This design comes from an exercise in tuning for small area, a short achievable clock period and few clock cycles per item on the open sky130 flow, not from production work. Function was checked by simulation only, so behaviour that the tests miss may differ from the original. No activity file was given, so power comes from the tool's default toggle rates. The clock port is modelled as an ideal driver; clocking choices that lean on that would not hold on a real chip.

==> flow/design.v (excerpt) <==
module upscale2x_top (
    input  logic        i_clk,
    input  logic        i_rst_n,
    input  logic        i_cfg_we,
    input  logic [0:0]  i_cfg_idx,
    input  logic [10:0] i_cfg_data,
    input  logic        i_pix_valid,
    output logic        o_pix_ready,
    input  logic [7:0]  i_pix_data,
    output logic        o_res_valid,
    input  logic        i_res_ready,
    output logic [10:0] o_res_row,
    output logic [10:0] o_res_col,
    output logic [7:0]  o_res_pixel,
    output logic        o_res_run_last,
    output logic        o_res_frame_end
);
Size: roughly 2300 flip-flops, roughly 57000 µm² of cells after synthesis.
==> flow/config.mk <==
export PLATFORM = sky130hd
export DESIGN_NAME = upscale2x_top
export DESIGN_NICKNAME = upscale2x_top
export VERILOG_FILES = /design/flow/design.v
export SDC_FILE = /design/flow/constraint.sdc
export NUM_CORES = 4
export LEC_CHECK = 0
export CAP_MARGIN = 20
export CORE_MARGIN = 2
export CORE_UTILIZATION = 65
export CTS_BUF_LIST = sky130_fd_sc_hd__clkbuf_16
export CTS_CLUSTER_DIAMETER = 60
export CTS_CLUSTER_SIZE = 25
export PLACE_DENSITY = 0.75
export SETUP_SLACK_MARGIN = 3.6
export SLEW_MARGIN = 20
==> flow/constraint.sdc <==
create_clock -name core_clock -period 6.0 [get_ports {i_clk}]
set_input_delay 1.2000 -clock core_clock [delete_from_list [all_inputs] [get_ports {i_clk}]]
set_output_delay 1.2000 -clock core_clock [all_outputs]
set_load 0.01 [all_outputs]
standard.sh (not shown) runs the stock make flow with config.mk's settings and CLKGATE_MAP_FILE= SYNTH_SCRIPT=/design/flow/synth_recipe.tcl, a recipe that flattens the netlist after the stock synthesis.
==> flow/flow/run.sh <==
#!/bin/bash
# The standard layout, with clock tree synthesis told not to add dummy loads
export CTS_ARGS="-sink_clustering_enable -repair_clock_nets -sink_clustering_size 30 -sink_clustering_max_diameter 70 -buf_list sky130_fd_sc_hd__clkbuf_16 -dont_use_dummy_load"
bash standard.sh > standard.log 2>&1
The baseline finished with timing, DRC and antenna clean.
Testbench counts at the start, summed over its fixed seeds: cycles 177,538, items 176,616.
Then changed:
==> flow/run.sh (new file) <==
#!/bin/bash
# synth_recipe.tcl (not shown) runs the flow's synth.tcl, then flattens the netlist and writes it again
# the make line also repeats each setting of config.mk as NAME=value (left out here)
make -C /OpenROAD-flow-scripts/flow DESIGN_CONFIG=/design/flow/config.mk WORK_HOME=/design/flow/orfs CLKGATE_MAP_FILE= SYNTH_SCRIPT=/design/flow/synth_recipe.tcl finish
- SETUP_SLACK_MARGIN: 3.6 -> 3.4
removed: flow/flow/run.sh
removed: flow/standard.sh
After rerunning:
- routed wire length rises by 3.0%
- via count rises by 2.4%
- cell count rises by 1.3%
- setup slack loses 0.17 ns
- combinational power falls by about 2%
- non-clock buffer count falls by 10
- synthesized cell count is unchanged
- hold slack gains 0.012 ns
- design area rises by about 1.6%
- register-to-register slack loses 0.20 ns
- power rises by 4.9%
Then changed:
==> flow/flow/run.sh (new file) <==
#!/bin/bash
# The standard layout, with clock tree synthesis told not to add dummy loads
export CTS_ARGS="-sink_clustering_enable -repair_clock_nets -sink_clustering_size 30 -sink_clustering_max_diameter 70 -buf_list sky130_fd_sc_hd__clkbuf_16 -dont_use_dummy_load"
bash standard.sh > standard.log 2>&1
==> flow/standard.sh (new file) <==
#!/bin/bash
# synth_recipe.tcl (not shown) runs the flow's synth.tcl, then flattens the netlist and writes it again
# the make line also repeats each setting of config.mk as NAME=value (left out here)
make -C /OpenROAD-flow-scripts/flow DESIGN_CONFIG=/design/flow/config.mk WORK_HOME=/design/flow/orfs CLKGATE_MAP_FILE= SYNTH_SCRIPT=/design/flow/synth_recipe.tcl "${@:-finish}"
- SETUP_SLACK_MARGIN: 3.4 -> 3.7
removed: flow/run.sh
What happened:
- The changed run passed the timing, design-rule and antenna checks
- setup slack gets better by 0.17 ns
- design area goes down slightly
- synthesized area stays the same
- combinational power rises by roughly a tenth
- maximum frequency went up by a little under a tenth
- routed wire length drops by a few percent
- via count falls by a few percent
- sequential power stays flat
- global-route usage went down by 0.94 points
- register-to-register slack gets better by 0.31 ns
- final cell count drops slightly
Then changed:
==> flow/flow/run.sh (replaced) <==
#!/bin/bash
# The standard layout, with clock tree synthesis told not to add dummy loads
export CTS_ARGS="-sink_clustering_enable -repair_clock_nets -sink_clustering_size 25 -sink_clustering_max_diameter 60 -buf_list sky130_fd_sc_hd__clkbuf_16 -dont_use_dummy_load"
bash standard.sh > standard.log 2>&1
- CORE_UTILIZATION: 65 -> 75
- PLACE_DENSITY: 0.75 -> 0.85
After rerunning: The new run passed the timing, design-rule and antenna checks. Maximum frequency shrinks by 1.4%. Non-clock buffer count grows by 11. Area after synthesis stays the same. Setup slack loses 0.033 ns. Via count grows by 9.6%. Final cell count shrinks by 2.2%. Cell area grows by 1.1%. Sequential share of layout area shrinks by 0.79 points. Routed wire length grows by 27%. Power grows by 4.3%.

* * *

Starting RTL as in the previous note.
clock: 6.0 ns
lec_check: 0
cap_margin: 20
core_margin: 2
core_utilization: 65
cts_buf_list: sky130_fd_sc_hd__clkbuf_16
cts_cluster_diameter: 60
cts_cluster_size: 25
place_density: 0.75
setup_slack_margin: 3.7
slew_margin: 20
run.sh (not shown) runs the stock make flow with config.mk's settings and CLKGATE_MAP_FILE= SYNTH_SCRIPT=/design/flow/synth_recipe.tcl, a recipe that flattens the netlist after the stock synthesis.
Stock flow here: none of the scripts above is used.
The starting point finished with timing, DRC and antenna clean.
Testbench counts at the start, summed over its fixed seeds: cycles 177,538, items 176,616.
Next try:
==> flow/flow/run.sh (new file) <==
#!/bin/bash
# The standard layout, with clock tree synthesis told not to add dummy loads
export CTS_ARGS="-sink_clustering_enable -repair_clock_nets -sink_clustering_size 25 -sink_clustering_max_diameter 60 -buf_list sky130_fd_sc_hd__clkbuf_16 -dont_use_dummy_load"
bash standard.sh > standard.log 2>&1
==> flow/standard.sh (new file) <==
#!/bin/bash
# synth_recipe.tcl (not shown) runs the flow's synth.tcl, then flattens the netlist and writes it again
# the make line also repeats each setting of config.mk as NAME=value (left out here)
make -C /OpenROAD-flow-scripts/flow DESIGN_CONFIG=/design/flow/config.mk WORK_HOME=/design/flow/orfs CLKGATE_MAP_FILE= SYNTH_SCRIPT=/design/flow/synth_recipe.tcl "${@:-finish}"
removed: flow/run.sh
Power falls by 3.6%; worst hold slack degrades by 0.020 ns; die area is unchanged; fmax rises by 2.1%; wire length falls by 0.84%; global-route usage falls by 0.23 points; via count falls by 0.78%; area after synthesis is unchanged; cell count falls by 1.3%; core utilization falls by 0.86 points; non-clock buffer count falls by 6.
Next try:
==> flow/flow/run.sh (replaced) <==
#!/bin/bash
# The standard layout, with clock tree synthesis told not to add dummy loads
export CTS_ARGS="-sink_clustering_enable -repair_clock_nets -sink_clustering_size 30 -sink_clustering_max_diameter 70 -buf_list sky130_fd_sc_hd__clkbuf_16 -dont_use_dummy_load"
bash standard.sh > standard.log 2>&1
--- a/flow/config.mk
+++ b/flow/config.mk
@@ -11,4 +11,4 @@
 export CTS_BUF_LIST = sky130_fd_sc_hd__clkbuf_16
-export CTS_CLUSTER_DIAMETER = 60
-export CTS_CLUSTER_SIZE = 25
+export CTS_CLUSTER_DIAMETER = 70
+export CTS_CLUSTER_SIZE = 30
 export PLACE_DENSITY = 0.75
Result: Setup slack got worse by 0.0089 ns. Via count decreases by 1.0%. Total power decreases by 2.7%.
Next try:
==> flow/run.sh (new file) <==
#!/bin/bash
# synth_recipe.tcl (not shown) runs the flow's synth.tcl, then flattens the netlist and writes it again
# the make line also repeats each setting of config.mk as NAME=value (left out here)
make -C /OpenROAD-flow-scripts/flow DESIGN_CONFIG=/design/flow/config.mk WORK_HOME=/design/flow/orfs CLKGATE_MAP_FILE= SYNTH_SCRIPT=/design/flow/synth_recipe.tcl finish
--- a/flow/config.mk
+++ b/flow/config.mk
@@ -11,6 +11,6 @@
 export CTS_BUF_LIST = sky130_fd_sc_hd__clkbuf_16
-export CTS_CLUSTER_DIAMETER = 70
-export CTS_CLUSTER_SIZE = 30
+export CTS_CLUSTER_DIAMETER = 60
+export CTS_CLUSTER_SIZE = 25
 export PLACE_DENSITY = 0.75
-export SETUP_SLACK_MARGIN = 3.7
+export SETUP_SLACK_MARGIN = 4.0
 export SLEW_MARGIN = 20
removed: flow/flow/run.sh
removed: flow/standard.sh
Result: Power increases by about 9%; synthesized cell count does not change; worst setup slack degrades by 0.087 ns; die area is unchanged; cell area increases by 6.3%; count of clock-buffer cells in the layout increases by 23.

* * *

Starting RTL as in the previous note.
==> flow/config.mk <==
export PLATFORM = sky130hd
export DESIGN_NAME = upscale2x_top
export DESIGN_NICKNAME = upscale2x_top
export VERILOG_FILES = /design/flow/design.v
export SDC_FILE = /design/flow/constraint.sdc
export NUM_CORES = 4
export LEC_CHECK = 0
export CAP_MARGIN = 20
export CORE_MARGIN = 2
export CORE_UTILIZATION = 60
export CTS_BUF_LIST = sky130_fd_sc_hd__clkbuf_16
export CTS_CLUSTER_DIAMETER = 70
export CTS_CLUSTER_SIZE = 30
export PLACE_DENSITY = 0.7
export SETUP_SLACK_MARGIN = 3.7
export SLEW_MARGIN = 20
==> flow/constraint.sdc <==
create_clock -name core_clock -period 6.0 [get_ports {i_clk}]
set_input_delay 1.2000 -clock core_clock [delete_from_list [all_inputs] [get_ports {i_clk}]]
set_output_delay 1.2000 -clock core_clock [all_outputs]
set_load 0.01 [all_outputs]
standard.sh (not shown) runs the stock make flow with config.mk's settings and CLKGATE_MAP_FILE= SYNTH_SCRIPT=/design/flow/synth_recipe.tcl, a recipe that flattens the netlist after the stock synthesis.
==> flow/flow/run.sh <==
#!/bin/bash
# The standard layout, with clock tree synthesis told not to add dummy loads
export CTS_ARGS="-sink_clustering_enable -repair_clock_nets -sink_clustering_size 30 -sink_clustering_max_diameter 70 -buf_list sky130_fd_sc_hd__clkbuf_16 -dont_use_dummy_load"
bash standard.sh > standard.log 2>&1
Testbench counts at the start, summed over its fixed seeds: cycles 177,538, items 176,616.
Then changed:
==> flow/flow/run.sh (replaced) <==
#!/bin/bash
# The standard layout, with clock tree synthesis told not to add dummy loads
export CTS_ARGS="-sink_clustering_enable -repair_clock_nets -sink_clustering_size 30 -sink_clustering_max_diameter 70 -buf_list sky130_fd_sc_hd__clkbuf_16 -dont_use_dummy_load"
bash standard.sh MATCH_CELL_FOOTPRINT=0 finish > standard.log 2>&1
Settings changed: CORE_UTILIZATION 60 to 65, PLACE_DENSITY 0.7 to 0.75.
=> First-iteration DRC count is higher by a few percent. Flip-flop and latch count stays the same. Setup slack stays flat. Area after synthesis stays the same. Sequential share of layout area barely changes.

## port drivers added, routing unchanged
Ports are ideal in the flow. The routed layouts listed here were re-timed in OpenROAD. Step 1 (the two cells are an assumption about what drives the block):
set clk [get_ports {i_clk}]
set_driving_cell -lib_cell sky130_fd_sc_hd__clkbuf_16 $clk
set_driving_cell -lib_cell sky130_fd_sc_hd__buf_2 [delete_from_list [all_inputs] $clk]
Step 2 adds t to the input delays and takes it off the output delays; t is the mean of the earliest and latest rising clock arrival at the registers after step 1. Input paths then give back, and output paths get back, about the clock's delay inside the block. Slacks: no drivers / after step 1 / after step 2; pairs: no drivers / after step 1.
run | shift t [ns] | setup WS [ns] | worst register clock-pin slew, ns | worst data-port slew with drivers (ns)
the first run of note 1 | 0.705 | 3.607 / 3.544 / 2.941 | 0.11 / 0.11 | 0.07
the second run of note 1 | 0.764 | 3.439 / 3.386 / 2.745 | 0.10 / 0.10 | 0.06
the third run of note 1 | 0.703 | 3.608 / 3.546 / 2.994 | 0.11 / 0.11 | 0.06
the fourth run of note 1 | 0.737 | 3.575 / 3.504 / 2.878 | 0.10 / 0.10 | 0.06
the first run of note 2 | 0.749 | 3.568 / 3.504 / 2.983 | 0.10 / 0.10 | 0.05
the second run of note 2 | 0.713 | 3.617 / 3.555 / 2.982 | 0.10 / 0.10 | 0.06
the third run of note 2 | 0.703 | 3.608 / 3.546 / 2.994 | 0.11 / 0.11 | 0.06
the fourth run of note 2 | 0.774 | 3.521 / 3.450 / 2.984 | 0.10 / 0.10 | 0.09
the first run of note 3 | 0.717 | 3.600 / 3.534 / 2.980 | 0.11 / 0.11 | 0.05
the second run of note 3 | 0.703 | 3.603 / 3.540 / 2.939 | 0.11 / 0.11 | 0.06
After both steps every run listed still meets setup and hold. For the fourth run of note 1, which loses most, drivers alone change the setup slack by -0.071 ns; drivers and shift together by -0.697 ns.
